This is an optimization exercise on Yosys and OpenROAD, whose aim is small area, a short achievable clock period and few clock cycles, not a production implementation.
RTL that was checked went through simulation tests only; none was proved equivalent to the original.
Power is estimated from default activity; no workload was simulated.

== alpha ==
==> flow/design.v (excerpt) <==
module gfStreamTop #(
	parameter int slotCount = 5
) (
	input logic clk,
	input logic reset,
	input logic runValue,
	output logic runClear,
	output logic regReq,
	input logic regAck,
	output hostPkg::regAddrT regAddr,
	input logic regReadValid,
	input hostPkg::hostWordT regReadData,
	output logic inReadReq,
	input logic inReadAck,
	output hostPkg::memAddrT inReadAddr,
	input logic inReadValid,
	input hostPkg::hostWordT inReadData,
	output logic outWriteReq,
	input logic outWriteAck,
	output hostPkg::memAddrT outWriteAddr,
	output hostPkg::hostWordT outWriteData
);
==> flow/config.mk <==
export PLATFORM = sky130hd
export DESIGN_NAME = gfStreamTop
export DESIGN_NICKNAME = gfStreamTop
export VERILOG_FILES = /design/flow/design.v
export SDC_FILE = /design/flow/constraint.sdc
export NUM_CORES = 4
export LEC_CHECK = 0
export CAP_MARGIN = 0
export CORE_MARGIN = 2
export CORE_UTILIZATION = 60
export CTS_BUF_LIST = sky130_fd_sc_hd__clkbuf_4 sky130_fd_sc_hd__clkbuf_8
export SETUP_SLACK_MARGIN = 2.5
export SLEW_MARGIN = 0
==> flow/constraint.sdc <==
create_clock -name core_clock -period 4.5 [get_ports {clk}]
set_input_delay 0.9000 -clock core_clock [delete_from_list [all_inputs] [get_ports {clk}]]
set_output_delay 0.9000 -clock core_clock [all_outputs]
set_load 0.01 [all_outputs]
standard.sh (not shown) runs the stock make flow with config.mk's settings and CLKGATE_MAP_FILE= SYNTH_SCRIPT=/design/flow/synth_recipe.tcl, a recipe that flattens the netlist after the stock synthesis.
==> flow/flow/run.sh <==
#!/bin/bash
# Standard layout with resizer and clock tree changes: port buffers are
# plain buffers instead of delay cells, resizing may change a cell's
# footprint, and the clock tree gets no dummy loads.
set -o pipefail
bash standard.sh MATCH_CELL_FOOTPRINT=0 \
	"BUFFER_PORTS_ARGS=-buffer_cell sky130_fd_sc_hd__buf_2" \
	"CTS_ARGS=-sink_clustering_enable -repair_clock_nets -dont_use_dummy_load -buf_list {sky130_fd_sc_hd__clkbuf_4 sky130_fd_sc_hd__clkbuf_8}" \
	finish > flow_make.log 2>&1
Here is what was changed in the inputs of beta compared with alpha.
--- a/flow/design.v
+++ b/flow/design.v
@@ -11,23 +11,23 @@
 	typedef enum logic [1:0] {decodeIdle, decodeFetching, decodeRunning} decodeStateT;
 	typedef enum logic [1:0] {writerStreaming, writerReporting, writerFinishing} writerStateT;
 endpackage
 package gfMathPkg;
 	typedef logic [7:0] gfElemT;
 	localparam int laneCount = 4;
 	typedef logic [laneCount*8-1:0] gfWordT;
 	localparam logic [8:0] fieldPoly = 9'h11B;
 endpackage
 `timescale 1ns/1ps
 module gfStreamTop #(
-	parameter int slotCount = 5
+	parameter int slotCount = 4
 ) (
 	input logic clk,
 	input logic reset,
 	input logic runValue,
 	output logic runClear,
 	output logic regReq,
 	input logic regAck,
 	output hostPkg::regAddrT regAddr,
 	input logic regReadValid,
 	input hostPkg::hostWordT regReadData,
 	output logic inReadReq,
Notes after the runs:
beta | stages: all done | timing, DRC, antenna: all pass. Compared with alpha, beta shows a higher worst hold slack. Floorplan die area: beta better than alpha. [beta vs alpha] synthesized-area fraction occupied by xor and xnor cells: higher in beta. Going from alpha to beta, timing-limited maximum frequency grew by a few percent. beta has post-layout total power below what alpha had. Going from alpha to beta, average size of a mapped cell shrank by a few percent. In beta the fraction of standard cell area in multi-input logic turned out 2.7 points higher than in alpha. What beta reported for sequential power has to be multiplied by 1.13 to get the figure for alpha. beta vs alpha — via count dropped by a little under 10%.
Testbench counts of beta, summed over its fixed seeds: cycles 52,628.
The RTL of alpha was laid out without a check of its function.

* * *

## main
The RTL this note starts from:
==> flow/design.v <==
package hostPkg;
	typedef logic [10:0] memAddrT;
	typedef logic [31:0] hostWordT;
	typedef logic [7:0] regAddrT;
	localparam regAddrT lengthRegIndex = 8'd0;
	localparam regAddrT multiplierRegIndex = 8'd1;
	localparam memAddrT cycleCountAddress = 11'd2047;
	localparam memAddrT maxLength = 11'd2047;
	localparam int fifoLogDepth = 5;
	typedef logic [fifoLogDepth:0] fifoCountT;
	typedef enum logic [1:0] {decodeIdle, decodeFetching, decodeRunning} decodeStateT;
	typedef enum logic [1:0] {writerStreaming, writerReporting, writerFinishing} writerStateT;
endpackage
package gfMathPkg;
	typedef logic [7:0] gfElemT;
	localparam int laneCount = 4;
	typedef logic [laneCount*8-1:0] gfWordT;
	localparam logic [8:0] fieldPoly = 9'h11B;
endpackage
`timescale 1ns/1ps
module gfStreamTop #(
	parameter int slotCount = 4
) (
	input logic clk,
	input logic reset,
	input logic runValue,
	output logic runClear,
	output logic regReq,
	input logic regAck,
	output hostPkg::regAddrT regAddr,
	input logic regReadValid,
	input hostPkg::hostWordT regReadData,
	output logic inReadReq,
	input logic inReadAck,
	output hostPkg::memAddrT inReadAddr,
	input logic inReadValid,
	input hostPkg::hostWordT inReadData,
	output logic outWriteReq,
	input logic outWriteAck,
	output hostPkg::memAddrT outWriteAddr,
	output hostPkg::hostWordT outWriteData
);
	localparam int ptrBits = (slotCount > 8) ? 4 : (slotCount > 4) ? 3 : (slotCount > 2) ? 2 : 1;
	localparam int creditLimit = slotCount + 1;
	localparam int usedBits = (creditLimit > 15) ? 5 : (creditLimit > 7) ? 4 : (creditLimit > 3) ? 3 : 2;
	function automatic logic [7:0] xtime(input logic [7:0] x);
		xtime = {x[6:0], 1'b0} ^ (x[7] ? 8'h1b : 8'h00);
	endfunction
	function automatic logic [ptrBits-1:0] ptrNext(input logic [ptrBits-1:0] p);
		ptrNext = (p == ptrBits'(slotCount - 1)) ? '0 : p + 1'b1;
	endfunction
	logic busy;
	logic regAddrBit;
	logic lengthSeen;
	logic multSeen;
	logic lengthJust;
	logic multJust;
	logic satHigh;
	logic satLow;
	logic rawNonZero;
	logic rawOne;
	logic [10:0] lastPrior;       
	logic lengthZero;
	logic lengthOne;
	logic [7:0] mulBase [0:1];    
	logic [7:0] mulPow [0:7];     
	logic [31:0] cycleCount;
	logic multArrive;
	logic lengthNonZero;
	logic multReady;
	assign multArrive = busy && regReadValid && lengthSeen && !multSeen;
	logic rawSat;
	assign rawSat = satHigh || satLow;
	assign lengthNonZero = lengthJust ? (rawSat || rawNonZero) : !lengthZero;
	logic lengthIsOne;
	assign lengthIsOne = lengthJust ? (!rawSat && rawOne) : lengthOne;
	assign multReady = multSeen && !multJust;
	assign regAddr = {7'b0, regAddrBit};
	always_ff @(posedge clk) begin
		satHigh <= |regReadData[31:22];
		satLow <= |regReadData[21:11];
		rawNonZero <= |regReadData[10:0];
		rawOne <= (regReadData[10:0] == 11'd1);
		if (!multSeen) begin
			mulBase[0] <= regReadData[7:0];
		end
		mulBase[1] <= xtime(xtime(xtime(xtime(mulBase[0]))));
		if (!lengthSeen) begin
			lastPrior <= regReadData[10:0];
		end else if (lengthJust) begin
			lastPrior <= rawSat ? 11'd2045 : lastPrior - 11'd2;
		end
		if (lengthJust) begin
			lengthZero <= !(rawSat || rawNonZero);
			lengthOne <= !rawSat && rawOne;
		end
		cycleCount <= multJust ? 32'd1 : cycleCount + 32'd1;
	end
	always_comb begin
		for (int h = 0; h < 2; h++) begin
			mulPow[4*h] = mulBase[h];
			for (int i = 1; i < 4; i++) mulPow[4*h+i] = xtime(mulPow[4*h+i-1]);
		end
	end
	logic [31:0] product;
	always_comb begin
		for (int lane = 0; lane < 4; lane++) begin
			logic [7:0] acc;
			acc = '0;
			for (int i = 0; i < 8; i++) begin
				acc = acc ^ (inReadData[lane*8 + i] ? mulPow[i] : 8'h00);
			end
			product[lane*8 +: 8] = acc;
		end
	end
	logic [31:0] slot [0:slotCount-1];
	logic [ptrBits-1:0] writePtr;
	logic [ptrBits-1:0] readPtr;
	logic [ptrBits:0] fill;
	logic bufEmpty;
	logic bufFull;
	always_ff @(posedge clk) begin
		for (int k = 0; k < slotCount; k++) begin
			if (!bufFull && writePtr == ptrBits'(k)) begin
				slot[k] <= product;
			end
		end
	end
	logic readAccept;
	logic writeAccept;
	logic writeFree;
	logic readAtLast;     
	logic outAtLast;      
	logic outIsCount;
	logic outFree;
	logic loadWord;
	logic takeSlot;
	logic pushSlot;
	logic lastWrite;
	logic countWait;      
	logic loadCount;
	logic [31:0] nextWord;
	assign readAccept = inReadReq && inReadAck;
	assign writeAccept = outWriteReq && outWriteAck;
	assign writeFree = writeAccept && !outIsCount;
	assign outFree = !outWriteReq || writeFree;
	assign loadWord = outFree && (!bufEmpty || inReadValid);
	assign takeSlot = loadWord && !bufEmpty;
	assign pushSlot = inReadValid && !bufEmpty || inReadValid && !outFree;
	assign nextWord = bufEmpty ? product : slot[readPtr];
	assign lastWrite = writeFree && outAtLast;
	assign loadCount = lastWrite || (countWait && multReady && !outWriteReq);
	logic readPhase;
	logic [usedBits-1:0] used;
	always_ff @(posedge clk) begin
		if (reset) begin
			busy <= 1'b0;
			regReq <= 1'b0;
			regAddrBit <= 1'b0;
			lengthSeen <= 1'b0;
			multSeen <= 1'b0;
			lengthJust <= 1'b0;
			multJust <= 1'b0;
			readPhase <= 1'b0;
			inReadReq <= 1'b0;
			inReadAddr <= '0;
			used <= '0;
			writePtr <= '0;
			readPtr <= '0;
			fill <= '0;
			bufEmpty <= 1'b1;
			bufFull <= 1'b0;
			outWriteReq <= 1'b0;
			outIsCount <= 1'b0;
			outWriteAddr <= '1;
			countWait <= 1'b0;
			runClear <= 1'b0;
		end else begin
			runClear <= 1'b0;
			lengthJust <= busy && regReadValid && !lengthSeen;
			multJust <= multArrive;
			if (!busy) begin
				if (runValue && !runClear) begin
					busy <= 1'b1;
					regReq <= 1'b1;
					regAddrBit <= 1'b0;
				end
				lengthSeen <= 1'b0;
				multSeen <= 1'b0;
				inReadAddr <= '0;
				outWriteAddr <= '1;
			end else begin
				if (regReq && regAck) begin
					if (!regAddrBit) regAddrBit <= 1'b1;
					else regReq <= 1'b0;
				end
				if (regReadValid) begin
					lengthSeen <= 1'b1;
					if (lengthSeen) multSeen <= 1'b1;
				end
			end
			if (readAccept && !writeFree) used <= used + 1'b1;
			if (writeFree && !readAccept) used <= used - 1'b1;
			if (readAccept) readAtLast <= (inReadAddr == lastPrior);
			if (multArrive) begin
				readAtLast <= lengthIsOne;
				readPhase <= lengthNonZero;
				inReadReq <= lengthNonZero;
				countWait <= !lengthNonZero;
			end else if (inReadReq && !inReadAck) begin
				inReadReq <= 1'b1;
			end else if (readAccept) begin
				inReadAddr <= inReadAddr + 1'b1;
				if (readAtLast) begin
					readPhase <= 1'b0;
					inReadReq <= 1'b0;
				end else begin
					inReadReq <= writeFree ? (used <= usedBits'(creditLimit - 1))
					                       : (used <= usedBits'(creditLimit - 2));
				end
			end else begin
				inReadReq <= readPhase && (writeFree || (used <= usedBits'(creditLimit - 1)));
			end
			if (pushSlot) writePtr <= ptrNext(writePtr);
			if (takeSlot) readPtr <= ptrNext(readPtr);
			if (pushSlot && !takeSlot) begin
				fill <= fill + 1'b1;
				bufEmpty <= 1'b0;
				bufFull <= (fill == (ptrBits+1)'(slotCount - 1));
			end
			if (takeSlot && !pushSlot) begin
				fill <= fill - 1'b1;
				bufEmpty <= (fill == (ptrBits+1)'(1));
				bufFull <= 1'b0;
			end
			if (loadCount) begin
				countWait <= 1'b0;
				outWriteReq <= 1'b1;
				outIsCount <= 1'b1;
				outWriteAddr <= '1;
			end else if (loadWord) begin
				outWriteReq <= 1'b1;
				outWriteAddr <= outWriteAddr + 1'b1;
				outAtLast <= (outWriteAddr == lastPrior);
			end else if (writeAccept) begin
				outWriteReq <= 1'b0;
				if (outIsCount) begin
					outIsCount <= 1'b0;
					runClear <= 1'b1;
					busy <= 1'b0;
				end
			end
		end
	end
	always_ff @(posedge clk) begin
		if (loadCount) begin
			outWriteData <= cycleCount;
		end else if (loadWord) begin
			outWriteData <= nextWord;
		end
	end
endmodule
clock: 4.5 ns
lec_check: 0
cap_margin: 0
core_margin: 2
core_utilization: 60
cts_buf_list: sky130_fd_sc_hd__clkbuf_4 sky130_fd_sc_hd__clkbuf_8
setup_slack_margin: 2.4
slew_margin: 0
Scripts as last shown in full above: flow/flow/run.sh
#### Input delta (the feature branch over main)
diff --git a/flow/design.v b/flow/design.v
--- a/flow/design.v
+++ b/flow/design.v
@@ -61,9 +61,9 @@
 	logic rawOne;
 	logic [10:0] lastPrior;       
 	logic lengthZero;
 	logic lengthOne;
-	logic [7:0] mulBase [0:1];    
+	logic [7:0] mulEven [0:3];    
 	logic [7:0] mulPow [0:7];     
 	logic [31:0] cycleCount;
 	logic multArrive;
 	logic lengthNonZero;
@@ -81,11 +81,16 @@
 		satLow <= |regReadData[21:11];
 		rawNonZero <= |regReadData[10:0];
 		rawOne <= (regReadData[10:0] == 11'd1);
 		if (!multSeen) begin
-			mulBase[0] <= regReadData[7:0];
-		end
-		mulBase[1] <= xtime(xtime(xtime(xtime(mulBase[0]))));
+			mulEven[0] <= regReadData[7:0];
+		end
+		for (int i = 1; i < 4; i++) begin
+			logic [7:0] power;
+			power = mulEven[0];
+			for (int j = 0; j < 2*i; j++) power = xtime(power);
+			mulEven[i] <= power;
+		end
 		if (!lengthSeen) begin
 			lastPrior <= regReadData[10:0];
 		end else if (lengthJust) begin
 			lastPrior <= rawSat ? 11'd2045 : lastPrior - 11'd2;
@@ -96,11 +101,11 @@
 		end
 		cycleCount <= multJust ? 32'd1 : cycleCount + 32'd1;
 	end
 	always_comb begin
-		for (int h = 0; h < 2; h++) begin
-			mulPow[4*h] = mulBase[h];
-			for (int i = 1; i < 4; i++) mulPow[4*h+i] = xtime(mulPow[4*h+i-1]);
+		for (int i = 0; i < 4; i++) begin
+			mulPow[2*i] = mulEven[i];
+			mulPow[2*i+1] = xtime(mulEven[i]);
 		end
 	end
 	logic [31:0] product;
 	always_comb begin
Results
On the feature branch: die area is 0.58% lower than what main gave.
Re worst-skew pair later-pin latency: main was lower than the feature branch.
Initial antenna violation count delta (the feature branch -> main): insignificant
Required arrival time at the worst endpoint: the feature branch vs main down 0.11 ns
Fmax: the feature branch higher than main
main -> the feature branch: deepest clock path buffer count delta 0, exact match
The feature branch packs its core more loosely than main.
Number of buffer and inverter instances along the worst setup path in the feature branch is 1 below main.
The feature branch: power in sequential cells about 4% above main
The final reports for the feature branch and main show netlist area before placement lower in the former.
Note that the wire length recorded for the feature branch amounts to 0.880 times the value seen in main.
Note that the count of plain and timing-repair buffers recorded for the feature branch amounts to 0.64 times the value seen in main.
Testbench counts of the feature branch, summed over its fixed seeds: cycles 52,628.
The RTL of main was laid out without a check of its function.

## port drivers added, routing unchanged
No port has a modelled driver above. Below, the same layouts with a new extraction and two added sets of constraints.
Step 1, drivers: a clkbuf_16 drives clk and a buf_2 each remaining input, both assumed.
Step 2 also shifts input and output timing later by t, the mid clock arrival at the registers, as if the neighbouring blocks saw the same clock.
a / b / c = ideal / step 1 / step 2; a / b = the first two.
| run | t (ns) | slack for setup (ns) | hold WS [ns] | worst data-port slew with drivers (ns) |
|---|---|---|---|---|
| alpha | 0.599 | 2.311 / 2.311 / 1.877 | 0.483 / 0.483 / 0.483 | 0.05 |
| beta | 0.591 | 2.370 / 2.322 / 1.969 | 0.494 / 0.494 / 0.494 | 0.05 |
| main | 0.577 | 2.122 / 2.122 / 1.711 | 0.458 / 0.458 / 0.458 | 0.06 |
| the feature branch | 0.581 | 2.394 / 2.392 / 1.899 | 0.499 / 0.499 / 0.499 | 0.05 |
After both steps every run listed still meets setup and hold. For the feature branch, which loses most, drivers alone change the setup slack by -0.002 ns; drivers and shift together by -0.495 ns.
